This is an optimization exercise on Yosys and OpenROAD, whose aim is small area and few clock cycles per item, not a production implementation. Function was checked by simulation only, so behaviour that the tests miss may differ from the original.

==> flow/design.v (excerpt) <==
module fp_mul_pipe #(
   parameter int EXP_W = 8,
   parameter int MAN_W = 23
) (
   input  logic                     clk,
   input  logic                     rst,
   input  logic                     in_valid,
   output logic                     in_ready,
   input  logic [EXP_W+MAN_W:0]     in_a,
   input  logic [EXP_W+MAN_W:0]     in_b,
   output logic                     out_valid,
   input  logic                     out_ready,
   output logic [EXP_W+MAN_W:0]     out_z,
   output logic [3:0]               out_flags
);
Size in the first run: roughly 2,000 cells after synthesis, ~37 flip-flops, ~110 I/O pins.
make LEC_CHECK=0 ABC_AREA=1 CAP_MARGIN=20 CORE_MARGIN=2 CORE_UTILIZATION=40 SLEW_MARGIN=20 SYNTH_HIERARCHICAL=1 finish   # period 8.5 ns
run.sh (not shown) runs the stock make flow with config.mk's settings and CLKGATE_MAP_FILE= SYNTH_SCRIPT=/design/flow/synth_recipe.tcl, a recipe that flattens the netlist after the stock synthesis.
Testbench counts at the start, summed over its fixed seeds: cycles 12,008, items 12,000.
Edit:
Settings changed: GPL_TIMING_DRIVEN set to 0, TNS_END_PERCENT set to 0.
Effect: Design area drops by 2.3%. Synthesized cell count is unchanged. Global-route usage increases by 2.7 points.

========
Setup of red:
Starting RTL as in the previous note.
Settings: LEC_CHECK=0, ABC_AREA=1, CAP_MARGIN=20, CORE_MARGIN=2, CORE_UTILIZATION=45, GPL_TIMING_DRIVEN=0, SLEW_MARGIN=20, SYNTH_HIERARCHICAL=1, TNS_END_PERCENT=0; clock period 8.5 ns.
red was carried through to the last stage, and its layout satisfied the timing, DRC and antenna checks.
Testbench counts of red, summed over its fixed seeds: cycles 12,008, items 12,000.
Relative to red, the following input files were edited for blue:
- a deleted GPL_TIMING_DRIVEN that had been 0
- a change of CORE_UTILIZATION from 45 to 50
- a deleted TNS_END_PERCENT that had been 0
--- outcome ---
- Top achievable clock speed, blue vs red: up slightly
- Number of tapcells, blue and red: smaller value in blue
- Looking at first element of the critical path, the in_b[16] result is from blue; the in_a[16] one comes from red.
- | share of synthesized area spent on multiplexers | blue vs red | ≈ equal |
- Summary of the comparison: routed length on met3 is lower in blue, relative to red.
- blue: number of logic stages on the critical path including buffering 3 below red
- The clock buffer count in the final layout number comes out lower for blue vs red.
- red has a higher chip width than blue.
- blue ended with more worst setup margin than red.
--- input diff blue..green ---
- GPL_TIMING_DRIVEN newly set to 0
- CORE_UTILIZATION changed from 50 to 40
Findings:
Length in cells of the worst reg-to-reg path for green is lower than for blue.
Cmp green vs blue: number of stages on the worst setup path higher in green
Between blue and green, the difference in setup clock skew after layout is negligible.
Diff blue -> green | remaining max-slew budget at the tightest pin | increase of 1.4 points
As far as mux cell area share after synthesis goes, green and blue are indistinguishable; the numbers are identical.
green against blue: register-to-register slack shows a reduction of 0.22 ns, clock tree buffer count of the final layout climbed 1.

========
## alpha
Another version of the RTL of fp_mul_pipe (not shown whole).
export LEC_CHECK = 0
export ABC_AREA = 1
export CAP_MARGIN = 20
export CORE_MARGIN = 2
export CORE_UTILIZATION = 40
export SLEW_MARGIN = 20
export SYNTH_HIERARCHICAL = 1
create_clock -name core_clock -period 8.5 [get_ports {clk}]
standard.sh (not shown) runs the stock make flow with config.mk's settings and CLKGATE_MAP_FILE= SYNTH_SCRIPT=/design/flow/synth_recipe.tcl, a recipe that flattens the netlist after the stock synthesis.
==> flow/flow/run.sh <==
#!/bin/bash
set -euo pipefail
here=$(pwd)
{
  head -n 1 synth_recipe.tcl
  cat <<EOF
proc abc {args} {
  set i [lsearch -exact \$args -script]
  if { \$i >= 0 } { lset args [expr { \$i + 1 }] {$here/flow/abc.script} }
  yosys abc {*}\$args
}
EOF
  tail -n +2 synth_recipe.tcl
} > own_synth.tcl
bash standard.sh "SYNTH_SCRIPT=$here/own_synth.tcl" "BUFFER_PORTS_ARGS=-buffer_cell sky130_fd_sc_hd__buf_1" finish > standard_flow.log 2>&1
==> flow/flow/abc.script <==
strash
dch
map
topo
Testbench counts of alpha, summed over its fixed seeds: cycles 12,008, items 12,000.
Inputs modified between alpha and beta:
==> flow/flow/run.sh <==
#!/bin/bash
# The standard layout, with plain buf_1 cells as the port buffers.
set -euo pipefail
bash standard.sh "BUFFER_PORTS_ARGS=-buffer_cell sky130_fd_sc_hd__buf_1" finish > standard_flow.log 2>&1
removed: flow/flow/abc.script
Results
- No stage failed in beta, and the final checks on the layout all came back clean.
- Higher met2 layer usage reported by global route goes to alpha over beta.
- alpha has a higher portion of the post-synthesis area used by sequential elements than beta.
- For worst setup skew after layout, beta and alpha come out practically identical.
- For the final critical path time including I/O delays and setup, beta came in 0.37 ns lower than alpha did.
- Die size: beta exceeds alpha
- Worst-margin pin slew is lower on beta
- On wire length on met1: between alpha and beta, it ends up lower for alpha.
- beta: first-pass GRT wire length is about 2.4% lower than what alpha reported.
- Compared with alpha, in beta wire length has decreased; register-to-register slack climbed 0.20 ns; depth of the worst hold-timing path rose by 1.

## what the ideal ports hide
The results above use ideal ports. As a check the final layouts listed here were re-extracted and re-timed, cells and wires unchanged.
Step 1 assumes that a clkbuf_16 drives the clock port and a buf_2 every other input.
Step 2 times the ports against the registers' clock, not the clock port: input delays grow and output delays shrink by t, the midpoint of the rising clock arrivals with the driver on.
Three values: ideal, step 1, step 2; two values: the first two.
run | shift t [ns] | slack for setup (ns) | worst setup path after step 2 | worst data-port slew with drivers (ns) | pins driven straight from the clock port
the first run of note 1 | 0.308 | 0.339 / 0.318 / 0.010 | input to register | 0.09 | 1
the second run of note 1 | 0.314 | 0.154 / 0.175 / -0.139 | input to register | 0.09 | 1
red | 0.316 | 0.203 / 0.210 / -0.106 | input to register | 0.09 | 1
blue | 0.313 | 0.295 / 0.310 / -0.003 | input to register | 0.07 | 1
green | 0.315 | 0.170 / 0.185 / -0.129 | input to register | 0.09 | 1
alpha | 0.314 | 0.441 / 0.370 / 0.057 | input to register | 0.14 | 1
beta | 0.317 | 0.812 / 0.825 / 0.512 | input to register | 0.08 | 1
Met with ideal ports but missed after step 2: setup timing in the second run of note 1, red, blue and green. The setup slack of alpha, which loses most, moves by -0.071 ns with the drivers and by -0.384 ns with both steps.
